This design comes from an exercise in tuning for a short achievable clock period and few clock cycles on the open sky130 flow, not from production work. In this exercise RTL edits were held to simulation tests only and were not proved equivalent to the original. The clock port is modelled as an ideal driver, which makes a skipped or thinned clock tree look cheaper than it is; a real chip needs a root buffer or a tree. Power figures rest on the tool's default switching activity, not on a simulated workload.

==> flow/design.v (excerpt) <==
module axi_mem (
  input  wire        aclk,
  input  wire        arstn,
  input  wire [3:0]  arid,
  input  wire [31:0] araddr,
  input  wire [3:0]  arlen,
  input  wire [2:0]  arsize,
  input  wire        arvalid,
  output wire        arready,
  input  wire [3:0]  awid,
  input  wire [31:0] awaddr,
  input  wire [3:0]  awlen,
  input  wire [2:0]  awsize,
  input  wire        awvalid,
  output wire        awready,
  input  wire [31:0] wdata,
  input  wire [3:0]  wstrb,
  input  wire        wlast,
  input  wire        wvalid,
  output wire        wready,
  output wire [3:0]  rid,
  output wire [31:0] rdata,
  output wire [1:0]  rresp,
  output wire        rlast,
  output wire        rvalid,
  input  wire        rready,
  output wire [3:0]  bid,
  output wire [1:0]  bresp,
  output wire        bvalid,
  input  wire        bready
);
  reg [1023:0] mem;
  reg [31:0]   sb_sel;    
  reg [3:0]    sb_ben;    
  reg [31:0]   sb_data;
  integer      i;
  always @(posedge aclk) begin
    for (i = 0; i < 128; i = i + 1)
      if (sb_ben[i%4] && sb_sel[i/4]) mem[8*i +: 8] <= sb_data[8*(i%4) +: 8];
  end
  reg        r_busy;      
  wire       r_idle = ~r_busy;    
  reg        arready_q;   
  reg        r_start;     
  reg        rvalid_q;
  reg        rvalid_o;    
  reg        rlast_o;     
  reg [1:0]  ra;          
  reg [4:0]  rw;          
  reg [31:0] rsel_a, rsel_b;   
  reg        rhz, rho;    
  reg [2:0]  rsz;
  reg [3:0]  rcnt;        
  reg [3:0]  rid_q;
  reg [31:0] rdata_q, rdata_h;    
  reg        rerr_q, rerr_h, rlast_q;
  reg [3:0]  rid_h;
  wire       r_end  = rvalid_q & rready & rlast_q;
  wire       r_ld   = r_start | (rvalid_q & rready & ~rlast_q);
  wire [2:0] r_off  = (rsz == 3'd0) ? {1'b0, ra} + 3'd1 :
                      (rsz == 3'd1) ? {1'b0, ra} + 3'd2 : {1'b1, ra};
  wire       r_wc   = r_off[2];                   
  wire       r_hc   = r_wc & (rw == 5'd31);       
  wire       r_low  = (rw == 5'd31) &
                      (((rsz == 3'd1) & (ra == 2'd3)) | ((rsz == 3'd2) & (ra != 2'd0)));
  wire       r_err  = (rsz > 3'd2) | ~rhz | r_low;
  reg [31:0] r_word;
  integer    k;
  always @* begin
    r_word = 32'd0;
    for (k = 0; k < 32; k = k + 1)
      r_word = r_word | (mem[32*k +: 32] & {{16{rsel_b[k]}}, {16{rsel_a[k]}}});
  end
  always @(posedge aclk or negedge arstn) begin
  ...
==> flow/config.mk <==
export PLATFORM = sky130hd
export DESIGN_NAME = axi_mem
export DESIGN_NICKNAME = axi_mem
export VERILOG_FILES = /design/flow/design.v
export SDC_FILE = /design/flow/constraint.sdc
export NUM_CORES = 4
export LEC_CHECK = 0
export CAP_MARGIN = 20
export CORE_MARGIN = 2
export CORE_UTILIZATION = 55
export PLACE_DENSITY = 0.8
export SETUP_SLACK_MARGIN = 4.0
export SLEW_MARGIN = 20
export TNS_END_PERCENT = 100
==> flow/constraint.sdc <==
create_clock -name core_clock -period 6.0 [get_ports {aclk}]
set_input_delay 1.2000 -clock core_clock [delete_from_list [all_inputs] [get_ports {aclk}]]
set_output_delay 1.2000 -clock core_clock [all_outputs]
set_load 0.01 [all_outputs]
standard.sh (not shown) runs the stock make flow with config.mk's settings and CLKGATE_MAP_FILE= SYNTH_SCRIPT=/design/flow/synth_recipe.tcl, a recipe that flattens the netlist after the stock synthesis.
==> flow/flow/run.sh <==
#!/bin/bash
# Standard ORFS flow (the standard.sh) with three changes:
# - the ports get sky130_fd_sc_hd__buf_8 buffers (sized later as usual)
#   instead of the delay cells buffer_ports picks by default;
# - before CTS, flow/move_hook.tcl moves each output's flip-flop next to the
#   port's output buffer;
# - the clock tree is built by flow/cts_hook.tcl (sourced before CTS; it
#   replaces clock_tree_synthesis): 4 root buffers on the clock port, each
#   driving the leaf buffers of one quadrant.
# The make output goes to standard_flow.log; each tool's own logs stay under
# orfs/logs.
set -euo pipefail
export FLOW_CTS_LEAVES=56
export FLOW_CTS_LEAF_CELL=sky130_fd_sc_hd__clkbuf_16
export FLOW_CTS_ROOT_CELL=sky130_fd_sc_hd__buf_16
export FLOW_MOVE_OUTPUTS=1
cat flow/move_hook.tcl flow/cts_hook.tcl > pre_cts.tcl
bash standard.sh finish PRE_CTS_TCL=$PWD/pre_cts.tcl \
  BUFFER_PORTS_ARGS="-buffer_cell sky130_fd_sc_hd__buf_8" > standard_flow.log 2>&1
==> flow/flow/cts_hook.tcl <==
# Clock tree built by hand: the clock port drives 4 root buffers (one per
# quadrant of the sinks), each root drives the leaf buffers of its quadrant,
# and each leaf drives a compact, equal-sized group of flip-flop clock pins.
# Every sink sits behind exactly two buffers of the same type, so the tree is
# balanced; it replaces TritonCTS, which adds a third level.
proc my_bisect {pts nleaf} {
  # pts: list of {x y iterm}; split along the longer side into groups whose
  # sizes follow the number of leaves on each side
  if {$nleaf <= 1} { return [list $pts] }
  set xs [lmap p $pts {lindex $p 0}]
  set ys [lmap p $pts {lindex $p 1}]
  set w [expr {[tcl::mathfunc::max {*}$xs] - [tcl::mathfunc::min {*}$xs]}]
  set h [expr {[tcl::mathfunc::max {*}$ys] - [tcl::mathfunc::min {*}$ys]}]
  set k [expr {$w >= $h ? 0 : 1}]
  set s [lsort -integer -index $k $pts]
  set n [llength $s]
  set n1 [expr {$nleaf / 2}]
  set n2 [expr {$nleaf - $n1}]
  set m [expr {($n * $n1) / $nleaf}]
  return [concat [my_bisect [lrange $s 0 [expr {$m - 1}]] $n1] \
                 [my_bisect [lrange $s $m end] $n2]]
}

proc my_centroid {pts} {
  set sx 0; set sy 0
  foreach p $pts { set sx [expr {$sx + [lindex $p 0]}]; set sy [expr {$sy + [lindex $p 1]}] }
  set n [llength $pts]
  return [list [expr {$sx / $n}] [expr {$sy / $n}]]
}

proc clock_tree_synthesis {args} {
  if {[info exists ::env(FLOW_MOVE_OUTPUTS)] && $::env(FLOW_MOVE_OUTPUTS)} {
    my_move_output_flops
  }
  set nroot 4
  set nleaf $::env(FLOW_CTS_LEAVES)
  set leafcell $::env(FLOW_CTS_LEAF_CELL)
  set rootcell $::env(FLOW_CTS_ROOT_CELL)
  set db [ord::get_db]
  set block [ord::get_db_block]
  set clk [$block findNet aclk]
  set lm [$db findMaster $leafcell]
  set rm [$db findMaster $rootcell]
  set pts {}
  foreach it [$clk getITerms] {
    set bb [[$it getInst] getBBox]
    lappend pts [list [expr {([$bb xMin] + [$bb xMax]) / 2}] [expr {([$bb yMin] + [$bb yMax]) / 2}] $it]
  }
  puts "my_cts: [llength $pts] sinks, $nroot roots, $nleaf leaves"
  set per_root [expr {$nleaf / $nroot}]
  set quads [my_bisect $pts $nroot]
  set li 0
  set ri 0
  foreach q $quads {
    set rnet [odb::dbNet_create $block "clknet_root_$ri"]
    $rnet setSigType CLOCK
    set leaves [my_bisect $q $per_root]
    set lpts {}
    foreach g $leaves {
      set c [my_centroid $g]
      set inst [odb::dbInst_create $block $lm "clkbuf_leaf_$li"]
      $inst setLocation [lindex $c 0] [lindex $c 1]
      $inst setPlacementStatus PLACED
      set lnet [odb::dbNet_create $block "clknet_leaf_$li"]
      $lnet setSigType CLOCK
      foreach p $g {
        set it [lindex $p 2]
        $it disconnect
        $it connect $lnet
      }
      [$inst findITerm X] connect $lnet
      [$inst findITerm A] connect $rnet
      lappend lpts [list [lindex $c 0] [lindex $c 1]]
      puts "my_cts: leaf $li root $ri sinks [llength $g] at $c"
      incr li
    }
    set c [my_centroid $lpts]
    set rinst [odb::dbInst_create $block $rm "clkbuf_root_$ri"]
    $rinst setLocation [lindex $c 0] [lindex $c 1]
    $rinst setPlacementStatus PLACED
    [$rinst findITerm X] connect $rnet
    [$rinst findITerm A] connect $clk
    puts "my_cts: root $ri at $c"
    incr ri
  }
  global_connect
  set_propagated_clock [all_clocks]
}
Other scripts of this flow, unchanged in this note and not shown: flow/flow/move_hook.tcl
Testbench counts at the start, summed over its fixed seeds: cycles 84,364.
==> next run, changes <==
--- a/flow/flow/run.sh
+++ b/flow/flow/run.sh
@@ -1,5 +1,5 @@
 #!/bin/bash
 # Standard ORFS flow (the standard.sh) with three changes:
-# - the ports get sky130_fd_sc_hd__buf_8 buffers (sized later as usual)
+# - the ports get sky130_fd_sc_hd__buf_4 buffers (sized later as usual)
 #   instead of the delay cells buffer_ports picks by default;
 # - before CTS, flow/move_hook.tcl moves each output's flip-flop next to the
@@ -17,3 +17,3 @@
 cat flow/move_hook.tcl flow/cts_hook.tcl > pre_cts.tcl
 bash standard.sh finish PRE_CTS_TCL=$PWD/pre_cts.tcl \
-  BUFFER_PORTS_ARGS="-buffer_cell sky130_fd_sc_hd__buf_8" > standard_flow.log 2>&1
+  BUFFER_PORTS_ARGS="-buffer_cell sky130_fd_sc_hd__buf_4" > standard_flow.log 2>&1
--- a/flow/flow/cts_hook.tcl
+++ b/flow/flow/cts_hook.tcl
@@ -2,6 +2,6 @@
 # quadrant of the sinks), each root drives the leaf buffers of its quadrant,
 # and each leaf drives a compact, equal-sized group of flip-flop clock pins.
-# Every sink sits behind exactly two buffers of the same type, so the tree is
-# balanced; it replaces TritonCTS, which adds a third level.
+# Every sink sits behind exactly one root and one leaf buffer, so the tree
+# is balanced; it replaces TritonCTS, which adds a third level.
 proc my_bisect {pts nleaf} {
   # pts: list of {x y iterm}; split along the longer side into groups whose
PLACE_DENSITY = 0.75   (was 0.8)
Result:
- The changed run finished with timing, DRC and antenna clean
- register-to-register slack loses 0.04 ns
- routed wire length goes up by 0.65%
- sequential power stays flat
- critical path depth stays the same
==> next run, changes <==
--- a/flow/flow/run.sh
+++ b/flow/flow/run.sh
@@ -1,5 +1,5 @@
 #!/bin/bash
 # Standard ORFS flow (the standard.sh) with three changes:
-# - the ports get sky130_fd_sc_hd__buf_4 buffers (sized later as usual)
+# - the ports get sky130_fd_sc_hd__buf_8 buffers (sized later as usual)
 #   instead of the delay cells buffer_ports picks by default;
 # - before CTS, flow/move_hook.tcl moves each output's flip-flop next to the
@@ -17,3 +17,3 @@
 cat flow/move_hook.tcl flow/cts_hook.tcl > pre_cts.tcl
 bash standard.sh finish PRE_CTS_TCL=$PWD/pre_cts.tcl \
-  BUFFER_PORTS_ARGS="-buffer_cell sky130_fd_sc_hd__buf_4" > standard_flow.log 2>&1
+  BUFFER_PORTS_ARGS="-buffer_cell sky130_fd_sc_hd__buf_8" > standard_flow.log 2>&1
--- a/flow/flow/cts_hook.tcl
+++ b/flow/flow/cts_hook.tcl
@@ -2,6 +2,6 @@
 # quadrant of the sinks), each root drives the leaf buffers of its quadrant,
 # and each leaf drives a compact, equal-sized group of flip-flop clock pins.
-# Every sink sits behind exactly one root and one leaf buffer, so the tree
-# is balanced; it replaces TritonCTS, which adds a third level.
+# Every sink sits behind exactly two buffers of the same type, so the tree is
+# balanced; it replaces TritonCTS, which adds a third level.
 proc my_bisect {pts nleaf} {
   # pts: list of {x y iterm}; split along the longer side into groups whose
CORE_UTILIZATION = 50   (was 55)
What happened: Routed wire length is lower by 0.68%. Worst setup slack is worse by 0.018 ns. Area after synthesis is unchanged. Worst hold slack is about the same. Design area went up by 2.6%. Via count grows by 1.1%. Die area goes up by 9.9%.
==> next run, changes <==
--- a/flow/flow/run.sh
+++ b/flow/flow/run.sh
@@ -11,7 +11,7 @@
 # orfs/logs.
 set -euo pipefail
-export FLOW_CTS_LEAVES=56
+export FLOW_CTS_LEAVES=60
 export FLOW_CTS_LEAF_CELL=sky130_fd_sc_hd__clkbuf_16
-export FLOW_CTS_ROOT_CELL=sky130_fd_sc_hd__buf_16
+export FLOW_CTS_ROOT_CELL=sky130_fd_sc_hd__clkbuf_16
 export FLOW_MOVE_OUTPUTS=1
 cat flow/move_hook.tcl flow/cts_hook.tcl > pre_cts.tcl
CORE_UTILIZATION = 55   (was 50)
Outcome: The changed run went through all stages and came out clean. Setup slack loses 0.022 ns. Global-route usage went up by 3.2 points. Final area barely changes. Clock skew went up by 0.0044 ns.
==> next run, changes <==
--- a/flow/flow/run.sh
+++ b/flow/flow/run.sh
@@ -11,5 +11,5 @@
 # orfs/logs.
 set -euo pipefail
-export FLOW_CTS_LEAVES=60
+export FLOW_CTS_LEAVES=56
 export FLOW_CTS_LEAF_CELL=sky130_fd_sc_hd__clkbuf_16
 export FLOW_CTS_ROOT_CELL=sky130_fd_sc_hd__clkbuf_16
PLACE_DENSITY = not set   (was 0.75)
What happened: Worst hold slack stays flat; routed wire length goes up by about 6%; clock skew stays flat; sequential power barely changes; power goes down by about 0.8%; first-iteration DRC count goes down by 17%; design area stays flat; worst setup slack barely changes; final cell count goes down by 0.85%.
No run of this note takes its clock network from TritonCTS; it comes from the design's own scripts or RTL.

==> re-timing with driven ports <==
In the flow no input, the clock included, has a driving cell. The finished layouts below were timed again as built, in two steps. Step 1: set_driving_cell puts a clkbuf_16 on aclk and a buf_2 on each other input, an assumption about the parent block. Step 2 moves the port delays by t, midway between the first and last clock arrival at a register: inputs arrive t later, outputs are due t later. That takes back most of the time a late clock gives input paths. a / b / c = ideal ports / drivers / drivers and shift; a / b = the first two.
run | t (ns) | setup WS [ns] | worst setup path at the end | cell pins on the clock port's net
the first run | 0.622 | 3.795 / 3.623 / 3.433 | input to register | 4
the second run | 0.625 | 3.824 / 3.651 / 3.417 | input to register | 4
the third run | 0.625 | 3.806 / 3.629 / 3.443 | input to register | 4
the fourth run | 0.637 | 3.783 / 3.630 / 3.457 | input to register | 4
the fifth run | 0.637 | 3.781 / 3.624 / 3.345 | input to register | 4
After both steps every run listed still meets setup and hold. The setup slack of the fifth run, which loses most, moves by -0.157 ns with the drivers and by -0.436 ns with both steps.
